Background: an optimization exercise with open tools, aiming at small area. Do not read the settings as production practice.
In this exercise RTL edits were held to simulation tests only and were not proved equivalent to the original.
No driver is modelled on the clock port, so clocking that relies on it looks cheaper here than on a real chip.
Power is estimated from default activity; no workload was simulated.

===== flow/run.sh =====
#!/bin/bash
# Layout flow: the standard ORFS flow (standard.sh) with three hooks:
#  * prep_place.tcl (before global placement): every input and output port
#    gets a buf_1 port buffer, and the drivers of high-fanout nets are given
#    drive strength 4 (instead of being rebuffered by repair_design);
#  * post_gpl.tcl (after global placement): releases the port buffers for
#    the later repair steps;
#  * post_cts.tcl (after clock tree synthesis): estimates the clock nets from
#    a global route and upsizes the clock buffers whose flip-flop clock pins
#    would see a slew above CLK_SLEW_TARGET.
# Clock tree synthesis uses clkbuf_8 clusters of up to 25 sinks and no dummy
# loads. Each ORFS step writes its own log under orfs/logs/; the make output
# goes to standard.log.
set -o pipefail
F=$(pwd)/flow
export DONT_BUFFER_PORTS=1
export PRE_GLOBAL_PLACE_TCL=$F/prep_place.tcl
export POST_GLOBAL_PLACE_TCL=$F/post_gpl.tcl
export POST_CTS_TCL=$F/post_cts.tcl
export CLK_SLEW_TARGET=0.100
export CTS_ARGS="-sink_clustering_enable -repair_clock_nets -sink_clustering_size 25 -sink_clustering_max_diameter 80 -buf_list sky130_fd_sc_hd__clkbuf_8 -dont_use_dummy_load"
bash standard.sh > standard.log 2>&1

===== flow/post_cts.tcl =====
# After clock tree synthesis: estimate clock-net parasitics from a global
# route and upsize clock buffers whose sinks see a slew above the target,
# until every flip-flop clock pin meets it (or no buffer can grow further).
foreach {v d} {MIN_ROUTING_LAYER met1 MAX_ROUTING_LAYER met5 MIN_CLK_ROUTING_LAYER met3} {
  if {![info exists ::env($v)]} { set ::env($v) $d }
}
set target [expr {[info exists ::env(CLK_SLEW_TARGET)] ? $::env(CLK_SLEW_TARGET) : 0.100}]
source $::env(PLATFORM_DIR)/fastroute.tcl
set db [ord::get_db]
set next(sky130_fd_sc_hd__clkbuf_1) sky130_fd_sc_hd__clkbuf_2
set next(sky130_fd_sc_hd__clkbuf_2) sky130_fd_sc_hd__clkbuf_4
set next(sky130_fd_sc_hd__clkbuf_4) sky130_fd_sc_hd__clkbuf_8
set next(sky130_fd_sc_hd__clkbuf_8) sky130_fd_sc_hd__clkbuf_16
for {set iter 0} {$iter < 4} {incr iter} {
  global_route -allow_congestion
  estimate_parasitics -global_routing
  set_propagated_clock [all_clocks]
  array unset grow
  set worst 0
  foreach p [get_pins -of_objects [all_registers] -filter "is_clock"] {
    set s [get_property $p slew_max]
    if {$s > $worst} { set worst $s }
    if {$s <= $target} continue
    # The buffer driving this pin and, if its input is slow too, its parent.
    set drv [get_pins -of_objects [get_nets -of_objects $p] -filter "direction==output"]
    if {[llength $drv] != 1} continue
    set inst [get_cells -of_objects $drv]
    set grow([get_full_name $inst]) 1
    set in [get_pins -of_objects $inst -filter "direction==input"]
    if {[get_property $in slew_max] > $target} {
      set pd [get_pins -of_objects [get_nets -of_objects $in] -filter "direction==output"]
      if {[llength $pd] == 1} { set grow([get_full_name [get_cells -of_objects $pd]]) 1 }
    }
  }
  puts "post_cts: iteration $iter worst clock pin slew $worst, [array size grow] buffers to grow"
  set n 0
  foreach name [array names grow] {
    set inst [[ord::get_db_block] findInst $name]
    if {$inst eq "NULL"} continue
    set m [[$inst getMaster] getName]
    if {![info exists next($m)]} continue
    $inst swapMaster [$db findMaster $next($m)]
    incr n
  }
  puts "post_cts: upsized $n buffers"
  if {$n == 0} break
  detailed_placement
}

===== flow/post_gpl.tcl =====
# After global placement: the port buffers may be resized and rebuffered again.
foreach inst [[ord::get_db_block] getInsts] { if {[$inst isDoNotTouch]} { $inst setDoNotTouch 0 } }

===== flow/prep_place.tcl =====
# Before global placement: remove synthesis buffers, buffer every input and
# output port with the smallest buffer, and give the drivers of high-fanout
# nets (port buffers, address decoders) a drive strength of 4 so that they
# need fewer repair buffers. The port buffers are kept dont_touch until
# global placement is done (its remove_buffers would otherwise take them).
remove_buffers
set before [llength [get_cells *]]
buffer_ports -inputs -buffer_cell sky130_fd_sc_hd__buf_1
buffer_ports -outputs -buffer_cell sky130_fd_sc_hd__buf_1
set block [ord::get_db_block]
set db [ord::get_db]
set n 0
foreach net [$block getNets] {
  if {[$net getSigType] ne "SIGNAL"} continue
  set loads 0; set drv ""
  foreach it [$net getITerms] { if {[$it isInputSignal]} {incr loads} elseif {[$it isOutputSignal]} {set drv [$it getInst]} }
  if {$loads < 16 || $drv eq ""} continue
  set m [[$drv getMaster] getName]
  if {[regexp {^(sky130_fd_sc_hd__\w+)_[12]$} $m -> base]} {
    set nm [$db findMaster ${base}_4]
    if {$nm ne "NULL"} { $drv swapMaster $nm; incr n }
  }
}
set nb 0
foreach bt [$block getBTerms] {
  set net [$bt getNet]
  foreach it [$net getITerms] {
    set inst [$it getInst]
    if {[string match "*__buf_*" [[$inst getMaster] getName]]} { $inst setDoNotTouch 1; incr nb }
  }
}
puts "prep_place: $nb port buffers, upsized $n drivers"

===== standard.sh =====
#!/bin/bash
# synth_recipe.tcl (not shown) runs the flow's synth.tcl, then flattens the netlist and writes it again
# the make line also repeats each setting of config.mk as NAME=value (left out here)
make -C /OpenROAD-flow-scripts/flow DESIGN_CONFIG=/design/flow/config.mk WORK_HOME=/design/flow/orfs CLKGATE_MAP_FILE= SYNTH_SCRIPT=/design/flow/synth_recipe.tcl "${@:-finish}"

===== config.mk =====
export PLATFORM = sky130hd
export DESIGN_NAME = regfile_2r1w_dbg
export DESIGN_NICKNAME = regfile_2r1w_dbg
export VERILOG_FILES = /design/flow/design.v
export SDC_FILE = /design/flow/constraint.sdc
export NUM_CORES = 8
export LEC_CHECK = 0
export CAP_MARGIN = 20
export CELL_PAD_IN_SITES_DETAIL_PLACEMENT = 1
export CORE_MARGIN = 2
export CORE_UTILIZATION = 45
export PLACE_DENSITY_LB_ADDON = 0.1
export SETUP_SLACK_MARGIN = 0.1
export SLEW_MARGIN = 20
export SYNTH_HIERARCHICAL = 1
export SYNTH_MINIMUM_KEEP_SIZE = 0

===== constraint.sdc =====
create_clock -name core_clock -period 7.0 [get_ports {clk}]
set_input_delay 1.4000 -clock core_clock [delete_from_list [all_inputs] [get_ports {clk}]]
set_output_delay 1.4000 -clock core_clock [all_outputs]
set_load 0.01 [all_outputs]

===== design.v =====
module rf_ao22 (
  input  logic a1, a2, b1, b2,
  output logic y
);
  assign y = (a1 & a2) | (b1 & b2);
endmodule
module rf_aoi222 (
  input  logic a1, a2, b1, b2, c1, c2,
  output logic y
);
  assign y = ~((a1 & a2) | (b1 & b2) | (c1 & c2));
endmodule
module rf_nand2 (
  input  logic a1, a2,
  output logic y
);
  assign y = ~(a1 & a2);
endmodule
module rf_or12n (
  input  logic [11:0] n,
  output logic        y
);
  assign y = ~(&n);
endmodule
module rf_rdbit (
  input  logic [31:0] sel,
  input  logic [31:0] d,
  output logic        y
);
  logic [11:0] n;
  for (genvar k = 0; k < 10; k++) begin : g_t
    rf_aoi222 u_t (
      .a1(sel[3*k+1]), .a2(d[3*k+1]),
      .b1(sel[3*k+2]), .b2(d[3*k+2]),
      .c1(sel[3*k+3]), .c2(d[3*k+3]),
      .y(n[k])
    );
  end
  rf_nand2 u_t10 (.a1(sel[31]), .a2(d[31]), .y(n[10]));
  rf_nand2 u_t11 (.a1(sel[0]),  .a2(d[0]),  .y(n[11]));
  rf_or12n u_or (.n(n), .y(y));
endmodule
module rf_or11n (
  input  logic [10:0] n,
  output logic        y
);
  assign y = ~(&n);
endmodule
module rf_dbgbit (
  input  logic [30:0] sel,
  input  logic [30:0] d,
  output logic        y
);
  logic [10:0] n;
  for (genvar k = 0; k < 10; k++) begin : g_t
    rf_aoi222 u_t (
      .a1(sel[3*k]),   .a2(d[3*k]),
      .b1(sel[3*k+1]), .b2(d[3*k+1]),
      .c1(sel[3*k+2]), .c2(d[3*k+2]),
      .y(n[k])
    );
  end
  rf_nand2 u_t10 (.a1(sel[30]), .a2(d[30]), .y(n[10]));
  rf_or11n u_or (.n(n), .y(y));
endmodule
module rf_and3 (
  input  logic a, b, c,
  output logic y
);
  assign y = a & b & c;
endmodule
module rf_wdec (
  input  logic a, b, an, bn,
  output logic y, yn
);
  assign y  = ~(an | bn);
  assign yn = ~(a & b);
endmodule
module rf_or2 (
  input  logic a, b,
  output logic y
);
  assign y = a | b;
endmodule
module regfile_2r1w_dbg #(
  parameter int unsigned DATA_W = 32,
  parameter int unsigned CNT_W  = 16
) (
  input  logic              clk,
  input  logic              rst_n,
  input  logic              we,
  input  logic [4:0]        waddr,
  input  logic [DATA_W-1:0] wdata,
  input  logic [4:0]        raddr1,
  input  logic [4:0]        raddr2,
  output logic [DATA_W-1:0] rdata1,
  output logic [DATA_W-1:0] rdata2,
  input  logic              dbg_step,
  output logic [4:0]        dbg_idx,
  output logic [DATA_W-1:0] dbg_data,
  output logic [CNT_W-1:0]  wr_cnt
);
  localparam int unsigned AW    = 5;
  localparam int unsigned NREGS = 32;
  logic [DATA_W-1:0] data_q [NREGS];
  logic [DATA_W-1:0] data_d [NREGS];
  logic [NREGS-1:0]  valid_q;
  logic              step_q;
  logic [AW-1:0]     dbg_idx_q;
  logic [CNT_W-1:0]  wr_cnt_q;
  logic              wr_en_c;
  logic [NREGS-1:0]  wsel_c;
  logic [NREGS-1:0]  wseln_c;
  logic [NREGS-1:0]  valid_d;
  logic [NREGS-1:0]  r1sel_c;
  logic [NREGS-1:0]  r2sel_c;
  logic [NREGS-1:0]  dsel_c;
  logic              byp1_c;
  logic              byp2_c;
  logic [3:0]        wlo_c, wlon_c, r1lo_c, r2lo_c, dlo_c;
  logic [7:0]        whi_c, whin_c, r1hi_c, r2hi_c, dhi_c;
  assign wr_en_c = we && (waddr != '0);
  assign byp1_c = we && (waddr == raddr1) && (raddr1 != '0);
  assign byp2_c = we && (waddr == raddr2) && (raddr2 != '0);
  always_comb begin
    for (int j = 0; j < 4; j++) begin
      wlo_c[j]  = we && (waddr[1:0] == 2'(j));
      wlon_c[j] = !wlo_c[j];
      r1lo_c[j] = (raddr1[1:0] == 2'(j)) && !byp1_c;
      r2lo_c[j] = (raddr2[1:0] == 2'(j)) && !byp2_c;
      dlo_c[j]  = (dbg_idx_q[1:0] == 2'(j));
    end
    for (int k = 0; k < 8; k++) begin
      whi_c[k]  = (waddr[4:2] == 3'(k));
      whin_c[k] = !whi_c[k];
      r1hi_c[k] = (raddr1[4:2] == 3'(k));
      r2hi_c[k] = (raddr2[4:2] == 3'(k));
      dhi_c[k]  = (dbg_idx_q[4:2] == 3'(k));
    end
  end
  assign wsel_c[0]  = 1'b0;
  assign wseln_c[0] = 1'b1;
  assign valid_d[0] = 1'b0;
  assign r1sel_c[0] = byp1_c;
  assign r2sel_c[0] = byp2_c;
  assign dsel_c[0]  = 1'b0;   
  for (genvar i = 1; i < NREGS; i++) begin : g_sel
    rf_wdec u_w (
      .a(wlo_c[i % 4]),  .b(whi_c[i / 4]),
      .an(wlon_c[i % 4]), .bn(whin_c[i / 4]),
      .y(wsel_c[i]), .yn(wseln_c[i])
    );
    rf_or2  u_v  (.a(valid_q[i]), .b(wsel_c[i]), .y(valid_d[i]));
    rf_and3 u_r1 (.a(r1lo_c[i % 4]), .b(r1hi_c[i / 4]), .c(valid_q[i]), .y(r1sel_c[i]));
    rf_and3 u_r2 (.a(r2lo_c[i % 4]), .b(r2hi_c[i / 4]), .c(valid_q[i]), .y(r2sel_c[i]));
    rf_and3 u_d  (.a(dlo_c[i % 4]),  .b(dhi_c[i / 4]),  .c(valid_q[i]), .y(dsel_c[i]));
  end
  for (genvar i = 1; i < NREGS; i++) begin : g_reg
    for (genvar b = 0; b < DATA_W; b++) begin : g_bit
      rf_ao22 u_hold (
        .a1(wsel_c[i]),  .a2(wdata[b]),
        .b1(wseln_c[i]), .b2(data_q[i][b]),
        .y(data_d[i][b])
      );
    end
    always_ff @(posedge clk) begin
      data_q[i] <= data_d[i];
    end
  end
  assign data_q[0] = '0;
  always_ff @(posedge clk or negedge rst_n) begin
    if (!rst_n) begin
      valid_q <= '0;
    end else begin
      valid_q <= valid_d;
    end
  end
  always_ff @(posedge clk or negedge rst_n) begin
    if (!rst_n) begin
      step_q    <= 1'b0;
      dbg_idx_q <= '0;
      wr_cnt_q  <= '0;
    end else begin
      step_q    <= dbg_step;
      dbg_idx_q <= dbg_idx_q + AW'(dbg_step && !step_q);
      wr_cnt_q  <= wr_cnt_q + CNT_W'(wr_en_c && (wr_cnt_q != '1));
    end
  end
  for (genvar b = 0; b < DATA_W; b++) begin : g_rd
    logic [NREGS-1:0] col;
    always_comb begin
      col[0] = wdata[b];
      for (int i = 1; i < NREGS; i++) begin
        col[i] = data_q[i][b];
      end
    end
    rf_rdbit  u_r1  (.sel(r1sel_c), .d(col), .y(rdata1[b]));
    rf_rdbit  u_r2  (.sel(r2sel_c), .d(col), .y(rdata2[b]));
    rf_dbgbit u_dbg (.sel(dsel_c[NREGS-1:1]), .d(col[NREGS-1:1]), .y(dbg_data[b]));
  end
  assign dbg_idx = dbg_idx_q;
  assign wr_cnt  = wr_cnt_q;
endmodule

==> impl_metrics.json, run 1 <==
{
  "outcome": "complete, no violations",
  "power_density_mw_per_mm2": 305,
  "ios": 168,
  "area_delta_synth_final_pct": 11.0,
  "grt_pass1_wl_mm": 350,
  "die_area_mm2": 0.101,
  "grt_max_degree": 54,
  "place_ws_ns": 0.725,
  "grt_overflow": 0,
  "critPathMaxFanout": 32,
  "crit_top_cell": "buf_1",
  "p_leak_nw": 19.1,
  "dp_cells": 5362,
  "fin_tns_setup_ns": 0,
  "clkPwrFrac_pct": 22.4,
  "final_nets": 4189,
  "layout_common_cells": "a22o_1 (992), dfxtp_1 (992), a222oi_1 (960)",
  "stdcell_count": 5433,
  "drive_gt1_share_pct": 7.14,
  "setup.worst_path.start": "raddr2[3]",
  "syn_nets": 3942,
  "via_per_inst": 9.23,
  "multi_input_area_mm2": 0.0242,
  "finalPower_mw": 15.1,
  "first_pass_iters": 20,
  "crit_path_start_kind": "input port",
  "drt-total-wl_mm": 251,
  "fillCellCount": 10400,
  "endpoint": "rdata2[5]",
  "hpwl_mm": 147,
  "ir_drop_mv": 0.270,
  "synth_seq_cells": 1045,
  "core_area_mm2": 0.0983,
  "rows": 115,
  "track_usage_pct": 46.8,
  "cp_num_buf_inv": 2,
  "crit_slowest_cell": "nand4_1",
  "grt_pass1_vias": 46300,
  "p_sw_mw": 5.37,
  "timing.final.crit_share_pct": 95.3,
  "start_util_pct": 45.3,
  "timing.rr.end": "wr_cnt_q[14]",
  "synth_area_mm2": 0.0445,
  "clock_latency_ns": 0.79,
  "numClockSinks": 1045,
  "avgSynthCellArea_um2": 11.5,
  "pwr-share-seq_pct": 56.8,
  "die_y_um": 319,
  "p_int_mw": 9.71,
  "tightest_slew_ns": 1.41,
  "path_clk_slew_ns": 0.07,
  "rsz0062_at_grt": "false",
  "synth_cell_types": 37,
  "drc_errors": 0,
  "critPathRequiredTime_ns": 5.60,
  "ant_nets": 0,
  "antenna_found_initial": 22,
  "dr_total_vias": 50100,
  "crit_type": "input port to primary output",
  "arrival_ns": 5.27,
  "crit-reg2reg-launch": "wr_cnt_q[3]",
  "relSlewSlack_pct": 5.68,
  "crit_path_end_kind": "primary output",
  "worst_clock_skew_ns": 0.0549,
  "synth-seq-area-share_pct": 47.6,
  "whs_ns": 0.527,
  "final-hold-violation-count": 0,
  "crit_cells": 9,
  "hold_class": "register to register",
  "period_minus_slack_ns": 6.67,
  "syn_inst": 3887,
  "wl_per_cell_um": 46.3,
  "ff2ff_setup_slack_ns": 4.77,
  "cts_tree": "done",
  "cp_slowest_stage_delay_ns": 0.67,
  "combPwrFrac_pct": 20.8,
  "fin_ws_ns": 0.328,
  "cap_violations": 0,
  "drv_slew": 0,
  "fmax_mhz": 150,
  "p_sw_share_pct": 35.6,
  "final-seq-area_mm2": 0.0212,
  "critPathTopFamily": "simple AND/OR/NAND/NOR gates",
  "drtIter0Drc": 13000,
  "yosysWarningCount": 12,
  "port_buffers": 167,
  "worstPathCellList": "buf_1, xor2_1, nor4_4, a21oi_1, and3_4, a222oi_1, nand4_1, or3_1, buf_1",
  "r2r_cells": 8,
  "setup_viol": 0,
  "fp.dieW_um": 319
}
## cells by family (layout without fill, tap and decap cells)
group	after synthesis	in the layout	synth area share, %
compound gates	1964	1964	41.3
xor+xnor	27	27	0.531
fa+ha+maj	4	4	0.112
buf+inv	30	275	0.312
flops	1045	1045	47.6
other cells	0	14	0
simple gates	817	817	10.2
## flip-flops by register name, summed over array words and instances, names as in the netlist
name / cells
valid_q: 31
dbg_idx_q: 5
data_q: 992
wr_cnt_q: 16
step_q: 1
## Yosys stat by module, one instance, submodules excluded, a selection
| module | area [µm²] | copies in the design | cells inside | flops+latches |
|---|---|---|---|---|
| rf_and3 | 6.26 | 93 | 1 | 0 |
| rf_ao22 | 8.76 | 992 | 1 | 0 |
| rf_or11n | 23.8 | 32 | 4 | 0 |
| rf_wdec | 7.51 | 31 | 2 | 0 |
| rf_aoi222 | 10.0 | 960 | 1 | 0 |
| regfile_2r1w_dbg | 22300 | 1 | 1205 | 1045 |
| rf_or12n | 25.0 | 64 | 4 | 0 |
| rf_or2 | 6.26 | 31 | 1 | 0 |
| rf_nand2 | 3.75 | 160 | 1 | 0 |
## power by group through the flow
stage,combinational [mW],sequential (mW),clock (mW)
detailed placement,2.92,8.58,0
global placement,2.83,8.53,0
finish,3.14,8.56,3.37
global route,3.19,8.70,3.56
floorplan,1.70,8.16,0
## metrics by stage
step	utilization [%]	instance area [µm²]
floorplan	-	44500
finish	50.3	49400
detailed placement	48.9	48000
global placement	48.9	48000
global route	50.3	49400
## final cells by class
class | count | area share, %
antenna | 14 | 0.0709
tap | 1287 | 3.26
multi-input combinational | 2812 | 48.9
timing repair buffer | 206 | 2.21
inverter | 16 | 0.121
clock buffer | 53 | 2.61
sequential | 1045 | 42.9
## worst min path at each step
stage                        start              to  slack, ns  cells past startpoint
floorplan              valid_q[10]     valid_q[10]       0.45                      1
global placement    data_q[30][23]  data_q[30][23]       0.50                      1
detailed placement    wr_cnt_q[15]    wr_cnt_q[15]       0.50                      1
global route          wr_cnt_q[14]    wr_cnt_q[14]       0.55                      1
finish               data_q[11][1]   data_q[11][1]       0.53                      1
## synthesized netlist by cell type
cell type,n,area share [%]
nand3b_1,2,0.034
nor2b_1,3,0.042
ha_1,4,0.11
clkbuf_2,2,0.022
nand2b_1,4,0.056
xor2_1,19,0.37
or2_2,3,0.042
nor4_1,4,0.056
and2_1,3,0.042
clkbuf_1,3,0.025
or2_1,31,0.44
and3b_1,7,0.14
a22o_1,992,20
inv_1,16,0.13
a222oi_1,960,22
or3_1,99,1.4
nand2_1,204,1.7
and3_1,97,1.4
buf_6,2,0.051
nor3b_1,9,0.15
xnor2_1,8,0.16
a21oi_1,7,0.079
o31ai_1,1,0.017
dfrtp_1,53,3.0
nand3_1,40,0.45
a311oi_1,2,0.039
o311a_1,2,0.045
buf_2,7,0.079
nand3_2,1,0.022
nand4_1,260,3.7
nor4_2,1,0.028
nand4_2,1,0.028
nor2_1,38,0.32
or3b_2,3,0.059
nor4_4,2,0.096
nor3_1,5,0.056
dfxtp_1,992,45
## routing by layer
layer | part of all wire [%] | global-route usage (%)
met4 | 5.9 | 19.9
met3 | 19 | 24.2
met2 | 40 | 66.7
met5 | 0.15 | 1.94
met1 | 35 | 58.8
==> inputs of run 2 (changes only) <==
--- a/config.mk
+++ b/config.mk
@@ -8,7 +8,7 @@
 export CAP_MARGIN = 20
 export CELL_PAD_IN_SITES_DETAIL_PLACEMENT = 1
 export CORE_MARGIN = 2
-export CORE_UTILIZATION = 45
+export CORE_UTILIZATION = 55
 export PLACE_DENSITY_LB_ADDON = 0.1
 export SETUP_SLACK_MARGIN = 0.1
 export SLEW_MARGIN = 20
==> impl_metrics.json, run 2 <==
{
  "stdcell_count": 5206,
  "die_area_mm2": 0.0832,
  "fillCellCount": 8239,
  "die_y_um": 289,
  "grt_max_degree": 54,
  "synth_top_area_share_pct": 44.6,
  "outcome": "complete, no violations",
  "drt-total-wl_mm": 241,
  "crit_type": "input port to primary output",
  "area_delta_synth_final_pct": 10.5,
  "core_area_mm2": 0.0803,
  "synth-seq-area-share_pct": 47.6,
  "largest_reg_flops": 992,
  "regMostFlops": "data_q",
  "drtIter0Drc": 16100,
  "synth_area_mm2": 0.0445,
  "syn_inst": 3887,
  "track_usage_pct": 54.8,
  "async_flop_share_pct": 5.07,
  "critPathRequiredTime_ns": 5.60,
  "fmax_mhz": 149,
  "syn_nets": 3942,
  "yosys-top-cells-area": "dfxtp_1 (45%), a222oi_1 (22%), a22o_1 (20%)",
  "synth_edf_count": 0,
  "antenna_found_initial": 38,
  "drive_gt1_share_pct": 6.80,
  "hold_depth": 1,
  "arrival_ns": 5.30,
  "crit-reg2reg-launch": "wr_cnt_q[3]",
  "grt_overflow": 0,
  "final-hold-violation-count": 0,
  "timing.final.crit_share_pct": 95.7,
  "drc_errors": 0,
  "port_buffers": 167,
  "worstPathCellList": "buf_1, xor2_1, nor4_4, a21oi_1, and3_4, a222oi_1, nand4_1, or3_1, buf_1",
  "reg_top3": "data_q (992), valid_q (31), wr_cnt_q (16)",
  "numClockSinks": 1045,
  "fp.dieW_um": 289,
  "cap_violations": 0,
  "crit_cells": 9,
  "power_density_mw_per_mm2": 305,
  "crit_path_start_kind": "input port",
  "fin_area_mm2": 0.0492,
  "clock_latency_ns": 0.74,
  "r2r_cells": 8,
  "wl_per_cell_um": 46.4,
  "tightest_slew_ns": 1.41,
  "synth_area_leader_cell": "dfxtp_1",
  "crit_path_end_kind": "primary output",
  "critPathMaxFanout": 32,
  "synth_seq_cells": 1045,
  "grt_pass1_vias": 47400,
  "synthFlopType": "dfxtp_1",
  "rows": 104,
  "drv_slew": 0,
  "synth_cell_types": 37,
  "ant_nets": 0,
  "final_nets": 4176,
  "cts_tree": "done",
  "crit_slowest_cell": "or3_1",
  "start_util_pct": 55.5,
  "layout_common_cells": "a22o_1 (992), dfxtp_1 (992), a222oi_1 (960)",
  "cp_slowest_stage_delay_ns": 0.63,
  "relSlewSlack_pct": 6.06,
  "setup_viol": 0,
  "path_clk_slew_ns": 0.09,
  "via_per_inst": 9.93,
  "worst_clock_skew_ns": 0.0196,
  "fin_tns_setup_ns": 0,
  "min_from": "wr_cnt_q[15]",
  "crit_top_cell": "buf_1",
  "rsz0062_at_grt": "false",
  "hpwl_mm": 141,
  "hold_class": "register to register",
  "avgSynthCellArea_um2": 11.5,
  "critPathTopFamily": "simple AND/OR/NAND/NOR gates",
  "yosysWarningCount": 12,
  "p_leak_nw": 19.0,
  "setup.worst_path.start": "waddr[3]",
  "dp_cells": 5120,
  "dr_total_vias": 51700,
  "ios": 168,
  "first_pass_iters": 20,
  "period_minus_slack_ns": 6.70,
  "ir_drop_mv": 0.234,
  "place_area_mm2": 0.0477,
  "cp_num_buf_inv": 2,
  "synthTopCellsByCount": "a22o_1 (992), dfxtp_1 (992), a222oi_1 (960)",
  "finalPower_mw": 15.0,
  "grt_pass1_wl_mm": 339
}
run 2: cell types whose count changed in the layout (fill, tap and decap cells not counted), sizes merged:
cell    change
buf         -9
clkbuf      -4
diode      +13
run 2: cells by family after synthesis:
family | after synthesis | share of synthesized area, %
flops | 1045 | 47.6
xor+xnor | 27 | 0.531
buf+inv | 30 | 0.312
compound gates | 1964 | 41.3
fa+ha+maj | 4 | 0.112
simple gates | 817 | 10.2
run 2: worst paths after layout:
path	end	slack, ns
min in group asynchronous	wr_cnt_q[3]	0.73
worst max register to register	wr_cnt_q[14]	4.62
worst max-delay path	rdata1[3]	0.30
worst min register to register	wr_cnt_q[15]	0.50
worst min-delay path	wr_cnt_q[15]	0.50
max in group asynchronous	valid_q[5]	5.72
run 2: cell type report:
class	instances	area (µm²)	share of cell area [%]
Sequential cell	1045	21200	43.0
Timing Repair Buffer	196	1180	2.40
Inverter	16	60.1	0.122
Tap cell	1060	1330	2.70
Antenna cell	27	67.6	0.137
Multi-Input combinational cell	2812	24200	49.1
Clock buffer	50	1240	2.52
run 2: routing by layer:
layer / vias to the layer above / share of wire, % / track usage, %
met3: 1936 / 20 / 32.1
met4: 61 / 8.4 / 25.9
met5: - / 0.56 / 9.32
met1: 24900 / 32 / 66.1
li1: 18900 / - / -
met2: 5865 / 39 / 76.7
run 2: modules after synthesis (local to each module, per instance), a selection:
module | cell area [µm²] | cells inside | flip-flops and latches
rf_wdec | 7.51 | 2 | 0
regfile_2r1w_dbg | 22300 | 1205 | 1045
rf_and3 | 6.26 | 1 | 0
rf_or11n | 23.8 | 4 | 0
rf_or2 | 6.26 | 1 | 0
rf_ao22 | 8.76 | 1 | 0
rf_aoi222 | 10.0 | 1 | 0
rf_nand2 | 3.75 | 1 | 0
rf_or12n | 25.0 | 4 | 0
run 2: stage by stage:
stage	hold WS [ns]	setup WS [ns]	utilization [%]
after floorplan	0.455	1.99	-
final	0.497	0.303	61.3
after global routing	0.538	0.411	61.3
after global placement	0.476	0.989	59.3
after detailed placement	0.478	0.753	59.4
run 2: where the power goes:
group,total (mW),switching [mW],internal (mW)
registers,8.59,1.44,7.15
logic,3.15,1.91,1.24
clock network,3.26,1.99,1.26
==> inputs of run 3 (changes only) <==
--- a/design.v
+++ b/design.v
@@ -69,12 +69,11 @@
 );
   assign y = a & b & c;
 endmodule
-module rf_wdec (
-  input  logic a, b, an, bn,
-  output logic y, yn
+module rf_inv (
+  input  logic a,
+  output logic y
 );
-  assign y  = ~(an | bn);
-  assign yn = ~(a & b);
+  assign y = ~a;
 endmodule
 module rf_or2 (
   input  logic a, b,
@@ -117,22 +116,20 @@
   logic [NREGS-1:0]  dsel_c;
   logic              byp1_c;
   logic              byp2_c;
-  logic [3:0]        wlo_c, wlon_c, r1lo_c, r2lo_c, dlo_c;
-  logic [7:0]        whi_c, whin_c, r1hi_c, r2hi_c, dhi_c;
+  logic [3:0]        wlo_c, r1lo_c, r2lo_c, dlo_c;
+  logic [7:0]        whi_c, r1hi_c, r2hi_c, dhi_c;
   assign wr_en_c = we && (waddr != '0);
   assign byp1_c = we && (waddr == raddr1) && (raddr1 != '0);
   assign byp2_c = we && (waddr == raddr2) && (raddr2 != '0);
   always_comb begin
     for (int j = 0; j < 4; j++) begin
       wlo_c[j]  = we && (waddr[1:0] == 2'(j));
-      wlon_c[j] = !wlo_c[j];
       r1lo_c[j] = (raddr1[1:0] == 2'(j)) && !byp1_c;
       r2lo_c[j] = (raddr2[1:0] == 2'(j)) && !byp2_c;
       dlo_c[j]  = (dbg_idx_q[1:0] == 2'(j));
     end
     for (int k = 0; k < 8; k++) begin
       whi_c[k]  = (waddr[4:2] == 3'(k));
-      whin_c[k] = !whi_c[k];
       r1hi_c[k] = (raddr1[4:2] == 3'(k));
       r2hi_c[k] = (raddr2[4:2] == 3'(k));
       dhi_c[k]  = (dbg_idx_q[4:2] == 3'(k));
@@ -145,11 +142,8 @@
   assign r2sel_c[0] = byp2_c;
   assign dsel_c[0]  = 1'b0;   
   for (genvar i = 1; i < NREGS; i++) begin : g_sel
-    rf_wdec u_w (
-      .a(wlo_c[i % 4]),  .b(whi_c[i / 4]),
-      .an(wlon_c[i % 4]), .bn(whin_c[i / 4]),
-      .y(wsel_c[i]), .yn(wseln_c[i])
-    );
+    rf_nand2 u_wn (.a1(wlo_c[i % 4]), .a2(whi_c[i / 4]), .y(wseln_c[i]));
+    rf_inv   u_w  (.a(wseln_c[i]), .y(wsel_c[i]));
     rf_or2  u_v  (.a(valid_q[i]), .b(wsel_c[i]), .y(valid_d[i]));
     rf_and3 u_r1 (.a(r1lo_c[i % 4]), .b(r1hi_c[i / 4]), .c(valid_q[i]), .y(r1sel_c[i]));
     rf_and3 u_r2 (.a(r2lo_c[i % 4]), .b(r2hi_c[i / 4]), .c(valid_q[i]), .y(r2sel_c[i]));
==> flow/run.sh (replaced) <==
#!/bin/bash
# Layout flow: the standard ORFS flow (standard.sh) with three hooks:
#  * prep_place.tcl (before global placement): every input and output port
#    gets a buf_1 port buffer, and the drivers of high-fanout nets are given
#    drive strength 2 (instead of being rebuffered by repair_design);
#  * post_gpl.tcl (after global placement): releases the port buffers for
#    the later repair steps;
#  * post_cts.tcl (after clock tree synthesis): estimates the clock nets from
#    a global route and upsizes the clock buffers whose flip-flop clock pins
#    would see a slew above CLK_SLEW_TARGET.
# Global placement keeps none of its timing-driven resizing (repair_design
# after it does the repairs). Clock tree synthesis uses clkbuf_8 clusters of
# up to 25 sinks and no dummy loads. Each ORFS step writes its own log under
# orfs/logs/; the make output goes to standard.log.
set -o pipefail
F=$(pwd)/flow
export DONT_BUFFER_PORTS=1
export GPL_KEEP_OVERFLOW=0
export PRE_GLOBAL_PLACE_TCL=$F/prep_place.tcl
export POST_GLOBAL_PLACE_TCL=$F/post_gpl.tcl
export POST_CTS_TCL=$F/post_cts.tcl
export CLK_SLEW_TARGET=0.100
export CTS_ARGS="-sink_clustering_enable -repair_clock_nets -sink_clustering_size 25 -sink_clustering_max_diameter 80 -buf_list sky130_fd_sc_hd__clkbuf_8 -dont_use_dummy_load"
bash standard.sh > standard.log 2>&1
==> flow/prep_place.tcl (replaced) <==
# Before global placement: remove synthesis buffers, buffer every input and
# output port with the smallest buffer, and give the drivers of high-fanout
# nets (port buffers, address decoders, write selects) drive strength 2 so
# that they need no repair buffers. The port buffers are kept dont_touch
# until global placement is done (its remove_buffers would otherwise take
# them).
remove_buffers
buffer_ports -inputs -buffer_cell sky130_fd_sc_hd__buf_1
buffer_ports -outputs -buffer_cell sky130_fd_sc_hd__buf_1
set block [ord::get_db_block]
set db [ord::get_db]
set n 0
foreach net [$block getNets] {
  if {[$net getSigType] ne "SIGNAL"} continue
  set loads 0; set drv ""
  foreach it [$net getITerms] { if {[$it isInputSignal]} {incr loads} elseif {[$it isOutputSignal]} {set drv [$it getInst]} }
  if {$loads < 16 || $drv eq ""} continue
  set m [[$drv getMaster] getName]
  if {[regexp {^(sky130_fd_sc_hd__\w+)_1$} $m -> base]} {
    set nm [$db findMaster ${base}_2]
    if {$nm ne "NULL"} { $drv swapMaster $nm; incr n }
  }
}
set nb 0
foreach bt [$block getBTerms] {
  set net [$bt getNet]
  foreach it [$net getITerms] {
    set inst [$it getInst]
    if {[string match "*__buf_*" [[$inst getMaster] getName]]} { $inst setDoNotTouch 1; incr nb }
  }
}
puts "prep_place: $nb port buffers, upsized $n drivers"
--- a/config.mk
+++ b/config.mk
@@ -5,12 +5,12 @@
 export SDC_FILE = /design/flow/constraint.sdc
 export NUM_CORES = 8
 export LEC_CHECK = 0
-export CAP_MARGIN = 20
+export CAP_MARGIN = 10
 export CELL_PAD_IN_SITES_DETAIL_PLACEMENT = 1
 export CORE_MARGIN = 2
-export CORE_UTILIZATION = 55
+export CORE_UTILIZATION = 45
 export PLACE_DENSITY_LB_ADDON = 0.1
 export SETUP_SLACK_MARGIN = 0.1
-export SLEW_MARGIN = 20
+export SLEW_MARGIN = 10
 export SYNTH_HIERARCHICAL = 1
 export SYNTH_MINIMUM_KEEP_SIZE = 0
==> impl_metrics.json, run 3 <==
{
  "core_area_mm2": 0.0981,
  "worst_clock_skew_ns": 0.0120,
  "cap_violations": 0,
  "rsz0062_at_grt": "false",
  "fillCellCount": 10500,
  "port_buffers": 167,
  "first_pass_iters": 15,
  "via_per_inst": 9.24,
  "power_density_mw_per_mm2": 309,
  "period_minus_slack_ns": 6.84,
  "crit_path_end_kind": "primary output",
  "crit_path_start_kind": "input port",
  "synth_seq_cells": 1045,
  "grt_pass1_wl_mm": 353,
  "area_delta_synth_final_pct": 8.41,
  "timing.final.crit_share_pct": 97.6,
  "multi_input_area_mm2": 0.0233,
  "die_y_um": 318,
  "regMostFlops": "data_q",
  "synthTopCellsByCount": "a22o_1 (992), dfxtp_1 (992), a222oi_1 (960)",
  "antenna_found_initial": 16,
  "yosysWarningCount": 12,
  "drv_slew": 0,
  "setup_viol": 0,
  "fin_ws_ns": 0.165,
  "drive_gt1_share_pct": 6.21,
  "synth_cell_types": 38,
  "async_flop_share_pct": 5.07,
  "hpwl_mm": 142,
  "start_util_pct": 45.3,
  "synth_area_mm2": 0.0445,
  "clock_latency_ns": 0.77,
  "largest_reg_flops": 992,
  "critPathMaxFanout": 32,
  "synth_area_leader_cell": "dfxtp_1",
  "hold_class": "register to register",
  "die_area_mm2": 0.101,
  "ios": 168,
  "relSlewSlack_pct": 3.27,
  "finalPower_mw": 14.9,
  "synth_edf_count": 0,
  "drt-total-wl_mm": 254,
  "grt_max_degree": 54,
  "cts_tree": "done",
  "arrival_ns": 5.44,
  "ir_drop_mv": 0.251,
  "reg_top3": "data_q (992), valid_q (31), wr_cnt_q (16)",
  "final-seq-area_mm2": 0.0212,
  "p_leak_nw": 18.7,
  "critPathRequiredTime_ns": 5.60,
  "grt_pass1_vias": 46400,
  "final-hold-violation-count": 0,
  "drtIter0Drc": 13300,
  "fin_tns_setup_ns": 0,
  "yosys-top-cells-area": "dfxtp_1 (45%), a222oi_1 (22%), a22o_1 (20%)",
  "synth_top_area_share_pct": 44.6,
  "crit_type": "input port to primary output",
  "syn_nets": 3936,
  "dr_total_vias": 49700,
  "track_usage_pct": 47.5,
  "layout_common_cells": "a22o_1 (992), dfxtp_1 (992), a222oi_1 (960)",
  "final_nets": 4145,
  "path_clk_slew_ns": 0.08,
  "fmax_mhz": 146,
  "synthFlopType": "dfxtp_1",
  "syn_inst": 3880,
  "tightest_slew_ns": 1.45,
  "outcome": "complete, no violations",
  "grt_overflow": 0,
  "place_ws_ns": 0.607,
  "synth-seq-area-share_pct": 47.6,
  "numClockSinks": 1045,
  "drc_errors": 0,
  "wl_per_cell_um": 47.2,
  "fp.dieW_um": 318,
  "avgSynthCellArea_um2": 11.5,
  "ant_nets": 0,
  "rows": 115
}
[run 3: changes by cell type in the layout (fill, tap and decap cells not counted), sizes merged, moves of 3 or more]
cell | before | now
buf | 196 | 168
clkbuf | 50 | 53
diode | 27 | 10
inv | 16 | 34
nor2 | 38 | 13
nor3b | 9 | 12
or3b | 3 | 0
[run 3: path summary, 6_finish.rpt]
path	startpoint	to	slack, ns	cells after the start
max	waddr[2]	rdata1[12]	0.16	9
min	wr_cnt_q[15]	wr_cnt_q[15]	0.50	1
max reg2reg	wr_cnt_q[5]	wr_cnt_q[14]	4.90	8
min reg2reg	wr_cnt_q[15]	wr_cnt_q[15]	0.50	1
max in group asynchronous	rst_n	valid_q[19]	5.76	1
min in group asynchronous	rst_n	wr_cnt_q[14]	0.68	1
[run 3: metal layers]
metal / track usage, % / part of all wire (%) / up-vias
met5: 0.709 / 0.043 / -
li1: - / - / 18800
met3: 16.0 / 17 / 1278
met2: 64.3 / 38 / 5348
met1: 61.0 / 34 / 24300
met4: 38.0 / 10 / 6
[run 3: modules after synthesis (local to each module, per instance), a selection]
module	flip-flops and latches	cells inside
rf_or11n	0	4
regfile_2r1w_dbg	1045	1198
rf_and3	0	1
rf_or2	0	1
rf_or12n	0	4
rf_ao22	0	1
rf_aoi222	0	1
rf_inv	0	1
rf_nand2	0	1
[run 3: critical path, stage by stage]
cell	delay, ns
buf_1	0.35
xor2_1	0.29
nor4_4	0.08
a311oi_1	0.88
and3_2	1.21
a222oi_1	0.34
nand4_1	0.41
or3_1	0.29
buf_1	0.18
[run 3: cells by family (layout without fill, tap and decap cells)]
logic type	after synthesis	after routing	share of synthesized area (%)
compound gates	1965	1965	41.3
xor+xnor	26	26	0.512
other cells	0	10	0
buf+inv	48	255	0.481
simple gates	791	791	9.94
fa+ha+maj	5	5	0.141
flops	1045	1045	47.6
[run 3: report_power, final]
group / switching, mW / internal [mW]
combinational: 1.81 / 1.21
clock: 2.07 / 1.31
sequential: 1.35 / 7.15
total: 5.23 / 9.67
[run 3: layout make-up]
class / instances / area share, %
repair buffers: 168 / 1.43
clock buffers: 53 / 2.68
diodes: 10 / 0.0519
multi-input cells: 2787 / 48.3
inverters: 34 / 0.265
flip-flops and latches: 1045 / 43.9
well taps: 1287 / 3.34
[run 3: stage by stage]
stage               util, %  cell area [µm²]  hold WS [ns]  instances
floorplan                 -            44500         0.455       3880
global placement       47.8            46900         0.474       5320
detailed placement     47.8            46900         0.487       5320
global route           49.1            48200         0.518       5376
finish                 49.2            48200         0.496       5384
==> inputs of run 4 (changes only) <==
--- a/design.v
+++ b/design.v
@@ -16,37 +16,13 @@
 );
   assign y = ~(a1 & a2);
 endmodule
-module rf_or12n (
-  input  logic [11:0] n,
-  output logic        y
-);
-  assign y = ~(&n);
-endmodule
-module rf_rdbit (
-  input  logic [31:0] sel,
-  input  logic [31:0] d,
-  output logic        y
-);
-  logic [11:0] n;
-  for (genvar k = 0; k < 10; k++) begin : g_t
-    rf_aoi222 u_t (
-      .a1(sel[3*k+1]), .a2(d[3*k+1]),
-      .b1(sel[3*k+2]), .b2(d[3*k+2]),
-      .c1(sel[3*k+3]), .c2(d[3*k+3]),
-      .y(n[k])
-    );
-  end
-  rf_nand2 u_t10 (.a1(sel[31]), .a2(d[31]), .y(n[10]));
-  rf_nand2 u_t11 (.a1(sel[0]),  .a2(d[0]),  .y(n[11]));
-  rf_or12n u_or (.n(n), .y(y));
-endmodule
 module rf_or11n (
   input  logic [10:0] n,
   output logic        y
 );
   assign y = ~(&n);
 endmodule
-module rf_dbgbit (
+module rf_rdbit (
   input  logic [30:0] sel,
   input  logic [30:0] d,
   output logic        y
@@ -75,11 +51,11 @@
 );
   assign y = ~a;
 endmodule
-module rf_or2 (
-  input  logic a, b,
+module rf_ao21 (
+  input  logic a1, a2, b1,
   output logic y
 );
-  assign y = a | b;
+  assign y = (a1 & a2) | b1;
 endmodule
 module regfile_2r1w_dbg #(
   parameter int unsigned DATA_W = 32,
@@ -114,18 +90,14 @@
   logic [NREGS-1:0]  r1sel_c;
   logic [NREGS-1:0]  r2sel_c;
   logic [NREGS-1:0]  dsel_c;
-  logic              byp1_c;
-  logic              byp2_c;
   logic [3:0]        wlo_c, r1lo_c, r2lo_c, dlo_c;
   logic [7:0]        whi_c, r1hi_c, r2hi_c, dhi_c;
   assign wr_en_c = we && (waddr != '0);
-  assign byp1_c = we && (waddr == raddr1) && (raddr1 != '0);
-  assign byp2_c = we && (waddr == raddr2) && (raddr2 != '0);
   always_comb begin
     for (int j = 0; j < 4; j++) begin
       wlo_c[j]  = we && (waddr[1:0] == 2'(j));
-      r1lo_c[j] = (raddr1[1:0] == 2'(j)) && !byp1_c;
-      r2lo_c[j] = (raddr2[1:0] == 2'(j)) && !byp2_c;
+      r1lo_c[j] = (raddr1[1:0] == 2'(j));
+      r2lo_c[j] = (raddr2[1:0] == 2'(j));
       dlo_c[j]  = (dbg_idx_q[1:0] == 2'(j));
     end
     for (int k = 0; k < 8; k++) begin
@@ -138,16 +110,16 @@
   assign wsel_c[0]  = 1'b0;
   assign wseln_c[0] = 1'b1;
   assign valid_d[0] = 1'b0;
-  assign r1sel_c[0] = byp1_c;
-  assign r2sel_c[0] = byp2_c;
-  assign dsel_c[0]  = 1'b0;   
+  assign r1sel_c[0] = 1'b0;
+  assign r2sel_c[0] = 1'b0;
+  assign dsel_c[0]  = 1'b0;
   for (genvar i = 1; i < NREGS; i++) begin : g_sel
     rf_nand2 u_wn (.a1(wlo_c[i % 4]), .a2(whi_c[i / 4]), .y(wseln_c[i]));
     rf_inv   u_w  (.a(wseln_c[i]), .y(wsel_c[i]));
-    rf_or2  u_v  (.a(valid_q[i]), .b(wsel_c[i]), .y(valid_d[i]));
-    rf_and3 u_r1 (.a(r1lo_c[i % 4]), .b(r1hi_c[i / 4]), .c(valid_q[i]), .y(r1sel_c[i]));
-    rf_and3 u_r2 (.a(r2lo_c[i % 4]), .b(r2hi_c[i / 4]), .c(valid_q[i]), .y(r2sel_c[i]));
-    rf_and3 u_d  (.a(dlo_c[i % 4]),  .b(dhi_c[i / 4]),  .c(valid_q[i]), .y(dsel_c[i]));
+    rf_ao21  u_v  (.a1(wlo_c[i % 4]), .a2(whi_c[i / 4]), .b1(valid_q[i]), .y(valid_d[i]));
+    rf_and3  u_r1 (.a(r1lo_c[i % 4]), .b(r1hi_c[i / 4]), .c(valid_d[i]), .y(r1sel_c[i]));
+    rf_and3  u_r2 (.a(r2lo_c[i % 4]), .b(r2hi_c[i / 4]), .c(valid_d[i]), .y(r2sel_c[i]));
+    rf_and3  u_d  (.a(dlo_c[i % 4]),  .b(dhi_c[i / 4]),  .c(valid_q[i]), .y(dsel_c[i]));
   end
   for (genvar i = 1; i < NREGS; i++) begin : g_reg
     for (genvar b = 0; b < DATA_W; b++) begin : g_bit
@@ -162,6 +134,7 @@
     end
   end
   assign data_q[0] = '0;
+  assign data_d[0] = '0;
   always_ff @(posedge clk or negedge rst_n) begin
     if (!rst_n) begin
       valid_q <= '0;
@@ -181,16 +154,17 @@
     end
   end
   for (genvar b = 0; b < DATA_W; b++) begin : g_rd
-    logic [NREGS-1:0] col;
+    logic [NREGS-2:0] nxt;
+    logic [NREGS-2:0] cur;
     always_comb begin
-      col[0] = wdata[b];
       for (int i = 1; i < NREGS; i++) begin
-        col[i] = data_q[i][b];
+        nxt[i-1] = data_d[i][b];
+        cur[i-1] = data_q[i][b];
       end
     end
-    rf_rdbit  u_r1  (.sel(r1sel_c), .d(col), .y(rdata1[b]));
-    rf_rdbit  u_r2  (.sel(r2sel_c), .d(col), .y(rdata2[b]));
-    rf_dbgbit u_dbg (.sel(dsel_c[NREGS-1:1]), .d(col[NREGS-1:1]), .y(dbg_data[b]));
+    rf_rdbit u_r1  (.sel(r1sel_c[NREGS-1:1]), .d(nxt), .y(rdata1[b]));
+    rf_rdbit u_r2  (.sel(r2sel_c[NREGS-1:1]), .d(nxt), .y(rdata2[b]));
+    rf_rdbit u_dbg (.sel(dsel_c[NREGS-1:1]),  .d(cur), .y(dbg_data[b]));
   end
   assign dbg_idx = dbg_idx_q;
   assign wr_cnt  = wr_cnt_q;
==> impl_metrics.json, run 4 <==
{
  "endpoint": "rdata1[4]",
  "cts_tree": "done",
  "largest_reg_flops": 992,
  "track_usage_pct": 47.0,
  "r2r_cells": 7,
  "area_delta_synth_final_pct": 9.03,
  "synthTopCellsByCount": "a22o_1 (992), dfxtp_1 (992), a222oi_1 (960)",
  "avgSynthCellArea_um2": 11.6,
  "period_minus_slack_ns": 7.07,
  "numClockSinks": 1045,
  "core_area_mm2": 0.0967,
  "syn_inst": 3781,
  "ios": 168,
  "relSlewSlack_pct": 2.79,
  "grt_pass1_vias": 47100,
  "critPathRequiredTime_ns": 5.60,
  "synth_cell_types": 27,
  "syn_nets": 3837,
  "hpwl_mm": 135,
  "place_ws_ns": -0.204,
  "stdcell_count": 5283,
  "port_buffers": 167,
  "die_y_um": 317,
  "via_per_inst": 9.34,
  "start_util_pct": 45.5,
  "drtIter0Drc": 13100,
  "drv_slew": 0,
  "min_from": "valid_q[19]",
  "path_clk_slew_ns": 0.08,
  "fp.dieW_um": 317,
  "power_density_mw_per_mm2": 312,
  "p_leak_nw": 19.0,
  "synthFlopType": "dfxtp_1",
  "clock_latency_ns": 0.75,
  "final-hold-violation-count": 0,
  "rsz0062_at_grt": "true",
  "setup_viol": 8,
  "dp_cells": 5222,
  "first_pass_iters": 14,
  "async_flop_share_pct": 5.07,
  "antenna_found_initial": 11,
  "grt_max_degree": 54,
  "synth_top_area_share_pct": 45.2,
  "grt-busiest-layer": "met1",
  "crit-reg2reg-launch": "wr_cnt_q[5]",
  "crit_type": "input port to primary output",
  "yosys-top-cells-area": "dfxtp_1 (45%), a222oi_1 (22%), a22o_1 (20%)",
  "wl_per_cell_um": 47.1,
  "synth_edf_count": 0,
  "grtUsageMet2_pct": 61.8,
  "crit_top_cell": "buf_1",
  "synth-seq-area-share_pct": 48.2,
  "reg_top3": "data_q (992), valid_q (31), wr_cnt_q (16)",
  "rows": 114,
  "setup.worst_path.start": "waddr[1]",
  "drc_errors": 0,
  "critPathMaxFanout": 33,
  "drt-total-wl_mm": 249,
  "fin_ws_ns": -0.0724,
  "cp_slowest_stage_delay_ns": 0.76,
  "regMostFlops": "data_q",
  "ff2ff_setup_slack_ns": 5.00,
  "synth_area_mm2": 0.0440,
  "ir_drop_mv": 0.243,
  "die_area_mm2": 0.100,
  "crit_path_start_kind": "input port",
  "tightest_slew_ns": 1.46,
  "outcome": "failed layout checks",
  "grtUsageMet1_pct": 63.0,
  "yosysWarningCount": 13,
  "ant_nets": 0,
  "dr_total_vias": 49400,
  "drive_gt1_share_pct": 6.48,
  "timing.rr.end": "wr_cnt_q[15]",
  "grt_use_met3_pct": 18.2,
  "synth_seq_cells": 1045,
  "worstPathCellList": "buf_1, and3b_2, nand2_4, inv_2, a22o_1, a222oi_1, nand4_1, or3_1, buf_1",
  "fmax_mhz": 141,
  "crit_slowest_cell": "a222oi_1",
  "grt_overflow": 0,
  "hold_class": "register to register",
  "so_faults": "negative setup slack",
  "final_nets": 4058,
  "crit_path_end_kind": "primary output",
  "grt_pass1_wl_mm": 343,
  "layout_common_cells": "a22o_1 (992), dfxtp_1 (992), a222oi_1 (960)",
  "arrival_ns": 5.67,
  "worst_clock_skew_ns": 0.0220,
  "cap_violations": 0,
  "timing.final.crit_share_pct": 101,
  "synth_area_leader_cell": "dfxtp_1"
}
run 4: changes by cell type in the layout (fill, tap and decap cells not counted), sizes merged, moves of 3 or more:
cell,previous run,this run
nor3,6,9
a21o,0,31
nand4,262,200
diode,10,7
nand2b,4,0
nand2,205,137
nor4,8,4
nor2b,3,7
or2,32,0
nand3,39,104
xor2,18,11
a21oi,7,1
run 4: per-module statistics from Yosys (local to each module, per instance), a selection:
module | copies in the design | cells inside | area (µm²) | flops+latches
rf_ao21 | 31 | 1 | 7.51 | 0
rf_ao22 | 992 | 1 | 8.76 | 0
rf_or11n | 96 | 4 | 23.8 | 0
regfile_2r1w_dbg | 1 | 1163 | 22000 | 1045
rf_nand2 | 127 | 1 | 3.75 | 0
rf_aoi222 | 960 | 1 | 10.0 | 0
rf_and3 | 93 | 1 | 6.26 | 0
rf_inv | 31 | 1 | 3.75 | 0
run 4: per-stage QoR:
step / hold WS, ns / power [mW] / setup TNS (ns) / util [%] / cell area [µm²]
after floorplan: 0.446 / 9.89 / 0 / - / 44000
after detailed placement: 0.469 / 11.4 / -6.51 / 48.0 / 46500
after global routing: 0.517 / 15.3 / 0 / 49.6 / 47900
final: 0.491 / 15.0 / -0.215 / 49.6 / 47900
after global placement: 0.456 / 11.3 / -106.06 / 48.0 / 46400
run 4: worst min path at each step:
stage | cells past startpoint | end | slack (ns)
final | 1 | valid_q[19] | 0.49
after global routing | 1 | valid_q[14] | 0.52
after detailed placement | 1 | valid_q[20] | 0.47
after global placement | 1 | valid_q[25] | 0.46
after floorplan | 1 | valid_q[10] | 0.45
run 4: worst max-delay path: cells and delay by family:
kind            cells  cell delay (ns)
simple gates        4             2.01
buf+inv             3             0.99
compound gates      2             1.21
run 4: logic make-up (layout without fill, tap and decap cells):
logic type	after synthesis	in the layout	share of synthesized area, %
adder cells (fa/ha/maj)	5	5	0.142
buffers and inverters	36	255	0.316
other	0	7	0
XOR/XNOR	17	17	0.339
AO/OA/AOI/OAI	1985	1985	42.2
AND/OR/NAND/NOR	693	693	8.86
flip-flops	1045	1045	48.2
run 4: where the power goes:
part           switching, mW  internal [mW]  total, mW
Clock                   2.07           1.32       3.39
Sequential             0.709           7.14       7.85
Combinational           2.47           1.27       3.74
run 4: area by class of cell:
type / instances / area, µm²
clock buffer: 53 / 1300
timing repair buffer: 170 / 697
multi-input combinational: 2700 / 23000
inverter: 32 / 170
tap: 1276 / 1600
fill: 10200 / 48800
sequential: 1045 / 21200
antenna: 7 / 17.5
run 4: layer usage:
metal	vias to the layer above	part of all wire (%)
met4	4	8.4
li1	18500	-
met1	24200	36
met5	-	0.017
met2	5458	38
met3	1163	18
==> inputs of run 5 (changes only) <==
--- a/design.v
+++ b/design.v
@@ -45,11 +45,11 @@
 );
   assign y = a & b & c;
 endmodule
-module rf_inv (
-  input  logic a,
+module rf_and2 (
+  input  logic a, b,
   output logic y
 );
-  assign y = ~a;
+  assign y = a & b;
 endmodule
 module rf_ao21 (
   input  logic a1, a2, b1,
@@ -115,7 +115,7 @@
   assign dsel_c[0]  = 1'b0;
   for (genvar i = 1; i < NREGS; i++) begin : g_sel
     rf_nand2 u_wn (.a1(wlo_c[i % 4]), .a2(whi_c[i / 4]), .y(wseln_c[i]));
-    rf_inv   u_w  (.a(wseln_c[i]), .y(wsel_c[i]));
+    rf_and2  u_w  (.a(wlo_c[i % 4]), .b(whi_c[i / 4]), .y(wsel_c[i]));
     rf_ao21  u_v  (.a1(wlo_c[i % 4]), .a2(whi_c[i / 4]), .b1(valid_q[i]), .y(valid_d[i]));
     rf_and3  u_r1 (.a(r1lo_c[i % 4]), .b(r1hi_c[i / 4]), .c(valid_d[i]), .y(r1sel_c[i]));
     rf_and3  u_r2 (.a(r2lo_c[i % 4]), .b(r2hi_c[i / 4]), .c(valid_d[i]), .y(r2sel_c[i]));
--- a/config.mk
+++ b/config.mk
@@ -10,7 +10,7 @@
 export CORE_MARGIN = 2
 export CORE_UTILIZATION = 45
 export PLACE_DENSITY_LB_ADDON = 0.1
-export SETUP_SLACK_MARGIN = 0.1
+export SETUP_SLACK_MARGIN = 0.35
 export SLEW_MARGIN = 10
 export SYNTH_HIERARCHICAL = 1
 export SYNTH_MINIMUM_KEEP_SIZE = 0
==> impl_metrics.json, run 5 <==
{
  "outcome": "complete, no violations",
  "fmax_mhz": 147,
  "hpwl_mm": 136,
  "p_leak_nw": 18.9,
  "synth_seq_cells": 1045,
  "cp_slowest_stage_delay_ns": 0.79,
  "setup_viol": 0,
  "area_delta_synth_final_pct": 9.05,
  "ios": 168,
  "crit_slowest_cell": "nand2_2",
  "grt_pass1_wl_mm": 339,
  "regMostFlops": "data_q",
  "die_area_mm2": 0.100,
  "drc_errors": 0,
  "power_density_mw_per_mm2": 311,
  "critPathRequiredTime_ns": 5.60,
  "drv_slew": 0,
  "crit_top_cell": "buf_1",
  "crit_path_end_kind": "primary output",
  "rows": 114,
  "largest_reg_flops": 992,
  "cap_violations": 0,
  "fin_tns_setup_ns": 0,
  "ir_drop_mv": 0.292,
  "clock_latency_ns": 0.76,
  "synthTopCellsByCount": "a22o_1 (992), dfxtp_1 (992), a222oi_1 (960)",
  "period_minus_slack_ns": 6.78,
  "layout_common_cells": "a22o_1 (992), dfxtp_1 (992), a222oi_1 (960)",
  "synth-seq-area-share_pct": 48.1,
  "syn_nets": 3837,
  "crit_path_start_kind": "input port",
  "stdcell_count": 5282,
  "antenna_found_initial": 10,
  "dp_cells": 5224,
  "drive_gt1_share_pct": 6.53,
  "synth_cell_types": 27,
  "timing.final.crit_share_pct": 96.9,
  "final-hold-violation-count": 0,
  "synth_edf_count": 0,
  "die_y_um": 317,
  "critPathTopFamily": "simple AND/OR/NAND/NOR gates",
  "fp.dieW_um": 317,
  "synthFlopType": "dfxtp_1",
  "final_nets": 4058,
  "synth_area_leader_cell": "dfxtp_1",
  "grt_max_degree": 54,
  "rsz0062_at_grt": "true",
  "grt_overflow": 0,
  "synth_area_mm2": 0.0441,
  "relSlewSlack_pct": 5.34,
  "tightest_slew_ns": 1.42,
  "fillCellCount": 10200,
  "start_util_pct": 45.5,
  "cp_num_buf_inv": 2,
  "syn_inst": 3781,
  "worst_clock_skew_ns": 0.0224,
  "track_usage_pct": 46.2,
  "numClockSinks": 1045,
  "drtIter0Drc": 12400,
  "path_clk_slew_ns": 0.07,
  "worstPathCellList": "buf_1, and3b_2, nand2_2, a22o_1, a222oi_1, nand4_1, or3_1, buf_1",
  "drt-total-wl_mm": 244,
  "hold_class": "register to register",
  "core_area_mm2": 0.0969,
  "arrival_ns": 5.38,
  "port_buffers": 167,
  "first_pass_iters": 11,
  "avgSynthCellArea_um2": 11.7,
  "synth_top_area_share_pct": 45.1,
  "crit_type": "input port to primary output",
  "via_per_inst": 9.19,
  "yosys-top-cells-area": "dfxtp_1 (45%), a222oi_1 (22%), a22o_1 (20%)",
  "dr_total_vias": 48500,
  "critPathMaxFanout": 32,
  "cts_tree": "done",
  "grt_pass1_vias": 47100,
  "wl_per_cell_um": 46.2,
  "finalPower_mw": 15.0,
  "ant_nets": 0,
  "reg_top3": "data_q (992), valid_q (31), wr_cnt_q (16)",
  "yosysWarningCount": 13,
  "async_flop_share_pct": 5.07,
  "whs_ns": 0.498
}
[run 5: changes by cell type in the layout (fill, tap and decap cells not counted), sizes merged]
cell    change
clkbuf      -1
diode       -1
buf         +1
and2       +31
inv        -31
[run 5: final cells by class]
| class | count | area, µm² | area share (%) |
|---|---|---|---|
| well taps | 1276 | 1600 | 3.32 |
| clock buffers | 52 | 1290 | 2.69 |
| inverters | 1 | 3.75 | 0.00781 |
| diodes | 6 | 15.0 | 0.0313 |
| multi-input cells | 2731 | 23200 | 48.4 |
| flip-flops and latches | 1045 | 21200 | 44.1 |
| repair buffers | 171 | 708 | 1.47 |
[run 5: worst paths after layout]
kind / slack (ns) / end / cells past startpoint / from
setup / recovery: 0.22 / rdata2[10] / 8 / waddr[0]
hold / removal: 0.50 / valid_q[24] / 1 / valid_q[24]
hold reg to reg: 0.50 / valid_q[24] / 1 / valid_q[24]
setup reg to reg: 4.97 / wr_cnt_q[15] / 7 / wr_cnt_q[8]
max in group asynchronous: 5.76 / wr_cnt_q[12] / 1 / rst_n
min in group asynchronous: 0.71 / valid_q[28] / 1 / rst_n
[run 5: worst register-to-register path: stages (launching register included)]
cell     delay [ns]
dfrtp_1        0.46
nand4_2        0.20
nor3_1         0.08
a21oi_1        0.19
ha_1           0.29
nand4_1        0.23
nor4_2         0.33
xor2_1         0.16
[run 5: through the flow]
stage	worst slack, ns	util [%]	instance area [µm²]
final	0.218	49.6	48000
after global routing	0.328	49.6	48000
after global placement	-0.686	48.1	46500
after detailed placement	-0.244	48.1	46600
after floorplan	1.14	-	44100
[run 5: cells by family after synthesis]
kind of cell,count (synthesis),share of synthesized area (%)
flops,1045,48.1
compound gates,1985,42.1
xor+xnor,17,0.338
simple gates,724,9.28
fa+ha+maj,5,0.142
buf+inv,5,0.0511
[run 5: per-layer routing]
metal / global-route usage (%) / vias up / share of wire (%)
li1: - / 18500 / -
met1: 61.0 / 23900 / 36
met2: 62.5 / 5098 / 39
met3: 17.4 / 1002 / 18
met4: 30.1 / 8 / 7.9
met5: 0.0473 / - / 0.014
[run 5: report_power, final]
group	total [mW]	switching, mW	internal (mW)
Clock	3.38	2.07	1.31
Sequential	7.85	0.706	7.14
Combinational	3.73	2.45	1.27
[run 5: modules after synthesis (local to each module, per instance), excerpt]
module,flops+latches,cell area (µm²),copies in the design,cells inside
regfile_2r1w_dbg,1045,22000,1,1163
rf_and2,0,6.26,31,1
rf_and3,0,6.26,93,1
rf_ao21,0,7.51,31,1
rf_ao22,0,8.76,992,1
rf_aoi222,0,10.0,960,1
rf_nand2,0,3.75,127,1
rf_or11n,0,23.8,96,4

re-timing with driven ports:
No port has a modelled driver above. Below, the same layouts with a new extraction and two added sets of constraints.
Step 1 sets driving cells, clkbuf_16 on the clock port and buf_2 on the other inputs (assumed; they add their load-dependent delay and slew).
Step 2 times the ports against the registers' clock, not the clock port: input delays grow and output delays shrink by t, the midpoint of the rising clock arrivals with the driver on.
Slacks: ideal / step 1 / step 2; pairs: ideal / step 1.
| run | t (ns) | setup WS [ns] | clock arrival spread, ns | worst register clock-pin slew, ns | worst slew at a driven data input, ns |
|---|---|---|---|---|---|
| run 1 | 0.835 | 0.328 / 0.300 / 0.300 | 0.069 / 0.069 | 0.11 / 0.11 | 0.09 |
| run 2 | 0.790 | 0.303 / 0.276 / 0.276 | 0.045 / 0.045 | 0.11 / 0.11 | 0.12 |
| run 3 | 0.862 | 0.165 / 0.140 / 0.140 | 0.060 / 0.060 | 0.11 / 0.11 | 0.11 |
| run 4 | 0.831 | -0.072 / -0.095 / -0.095 | 0.057 / 0.056 | 0.11 / 0.11 | 0.09 |
| run 5 | 0.821 | 0.218 / 0.158 / 0.158 | 0.049 / 0.049 | 0.11 / 0.11 | 0.11 |
For run 5, which loses most, drivers alone change the setup slack by -0.060 ns; drivers and shift together by -0.060 ns.
